From an optimization exercise on the open Yosys and OpenROAD flow, aimed at small area; shortcuts taken in it are not production practice. In this exercise RTL edits were held to simulation tests only and were not proved equivalent to the original.

## control_core
module control_core #(
  parameter int          NUM_REGS = 16,
  parameter logic [31:0] RESET_PC = 32'h0000_0000
) (
  input  logic        clock,
  input  logic        reset,
  output logic        fetch_req_valid,
  input  logic        fetch_req_ready,
  output logic [31:0] fetch_req_pc,
  output logic        fetch_req_epoch,
  input  logic        iss_valid,
  output logic        iss_ready,
  input  logic        iss_epoch,
  input  logic [4:0]  iss_rs1,
  input  logic [4:0]  iss_rs2,
  input  logic [4:0]  iss_rd,
  output logic [31:0] iss_rs1_data,
  output logic [31:0] iss_rs2_data,
  input  logic        wb_valid,
  input  logic [4:0]  wb_rd,
  input  logic [31:0] wb_data,
  input  logic        redir_valid,
  input  logic [31:0] redir_pc,
  output logic        err_reg,
  output logic        err_align
);
  logic [31:2] pc_q;
  logic        epoch_q, err_reg_q, err_align_q;
  logic [15:1] busy_q;
  logic [31:0] regs_q [1:15];
  logic [15:1] sel1, sel2, selrd, selwb;
  always_comb begin
    for (int i = 1; i < 16; i++) begin
      sel1[i]  = (iss_rs1 == 5'(i));
      sel2[i]  = (iss_rs2 == 5'(i));
      selrd[i] = (iss_rd  == 5'(i));
      selwb[i] = (wb_rd   == 5'(i));
    end
  end
  always_comb begin
    iss_rs1_data = '0;
    iss_rs2_data = '0;
    for (int i = 1; i < 16; i++) begin
      iss_rs1_data = iss_rs1_data | (regs_q[i] & {32{sel1[i]}});
      iss_rs2_data = iss_rs2_data | (regs_q[i] & {32{sel2[i]}});
    end
  end
  logic hazard, stale, accept, oor_iss, redir_ok;
  assign hazard   = |((sel1 | sel2 | selrd) & busy_q);
  assign stale    = (iss_epoch != epoch_q);
  assign iss_ready = stale | ~hazard;
  assign accept   = iss_valid & ~stale & ~hazard;
  assign oor_iss  = iss_rs1[4] | iss_rs2[4] | iss_rd[4];
  assign redir_ok = redir_valid & (redir_pc[1:0] == 2'b00);
  assign fetch_req_valid = reset;
  assign fetch_req_pc    = {pc_q, 2'b00};
  assign fetch_req_epoch = epoch_q;
  assign err_reg         = err_reg_q;
  assign err_align       = err_align_q;
  logic [31:0] wdata;
  logic [15:1] wen;
  assign wdata = wb_data & {32{reset}};
  assign wen   = {15{~reset}} | (selwb & {15{wb_valid}});
  always_ff @(posedge clock) begin
  ...
Size: about 1600 cells after synthesis, ~530 flip-flops, about 190 I/O pins.
==> flow/config.mk <==
export PLATFORM = sky130hd
export DESIGN_NAME = control_core
export DESIGN_NICKNAME = control_core
export VERILOG_FILES = /design/flow/design.v
export SDC_FILE = /design/flow/constraint.sdc
export NUM_CORES = 4
export LEC_CHECK = 0
export CAP_MARGIN = 20
export CORE_MARGIN = 2
export CORE_UTILIZATION = 40
export SLEW_MARGIN = 20
export BUFFER_PORTS_ARGS = -buffer_cell sky130_fd_sc_hd__buf_1
export CTS_ARGS = -sink_clustering_enable -repair_clock_nets -dont_use_dummy_load
==> flow/constraint.sdc <==
create_clock -name core_clock -period 6.5 [get_ports {clock}]
set_input_delay 1.3000 -clock core_clock [delete_from_list [all_inputs] [get_ports {clock}]]
set_output_delay 1.3000 -clock core_clock [all_outputs]
set_load 0.01 [all_outputs]
standard.sh (not shown) runs the stock make flow with config.mk's settings and CLKGATE_MAP_FILE= SYNTH_SCRIPT=/design/flow/synth_recipe.tcl, a recipe that flattens the netlist after the stock synthesis.
==> flow/flow/run.sh <==
#!/bin/bash
# Standard ORFS layout with two changes: ports are buffered with the smallest
# buffer, and clock tree synthesis does not insert dummy loads.
set -e
cp standard.sh standard_sh_copy.log
cat >> config.mk <<EOF
export BUFFER_PORTS_ARGS = -buffer_cell sky130_fd_sc_hd__buf_1
export CTS_ARGS = -sink_clustering_enable -repair_clock_nets -dont_use_dummy_load
EOF
bash standard.sh > standard.log 2>&1
Rerun with:
==> flow/flow/run.sh (replaced) <==
#!/bin/bash
# The standard ORFS layout (the standard.sh, unchanged synthesis), with two changes:
#  - ports are buffered with the smallest buffer (buf_1) instead of clkdlybuf4s50_1;
#  - clock tree synthesis uses clkbuf_8 leaf clusters of up to 15 sinks and no dummy loads.
set -euo pipefail
cat >> config.mk <<EOF
export BUFFER_PORTS_ARGS = -buffer_cell sky130_fd_sc_hd__buf_1
export CTS_ARGS = -sink_clustering_enable -repair_clock_nets -dont_use_dummy_load -buf_list sky130_fd_sc_hd__clkbuf_8 -sink_clustering_size 15 -sink_clustering_max_diameter 100
EOF
bash standard.sh > standard.log 2>&1
- CORE_UTILIZATION: 40 -> 70
- CTS_ARGS: -sink_clustering_enable -repair_clock_nets -dont_use_dummy_load -> -sink_clustering_enable -repair_clock_nets -dont_use_dummy_load -buf_list sky130_fd_sc_hd__clkbuf_8 -sink_clustering_size 15 -sink_clustering_max_diameter 100
Result:
- The changed run completed with no timing, DRC or antenna violations
- routed wire length is lower by 8.9%
- worst setup slack gains 0.0035 ns
- non-clock buffer count falls by 7
- flip-flop and latch count does not change

## port drivers added, routing unchanged
The results above use ideal ports. As a check the final layouts listed here were re-extracted and re-timed, cells and wires unchanged. Step 1, drivers: a clkbuf_16 drives clock and a buf_2 each remaining input, both assumed. Step 2 times the ports against the registers' clock, not the clock port: input delays grow and output delays shrink by t, the midpoint of the rising clock arrivals with the driver on. Three values: ideal, step 1, step 2; two values: the first two.
run	t (ns)	slack for setup (ns)	pins driven straight from the clock port
the first run	0.639	0.244 / 0.284 / -0.356	1
the second run	0.651	0.248 / 0.282 / -0.369	1
Met with ideal ports but missed after step 2: setup timing in the first run and the second run. For the second run, which loses most, drivers alone change the setup slack by +0.034 ns; drivers and shift together by -0.617 ns.
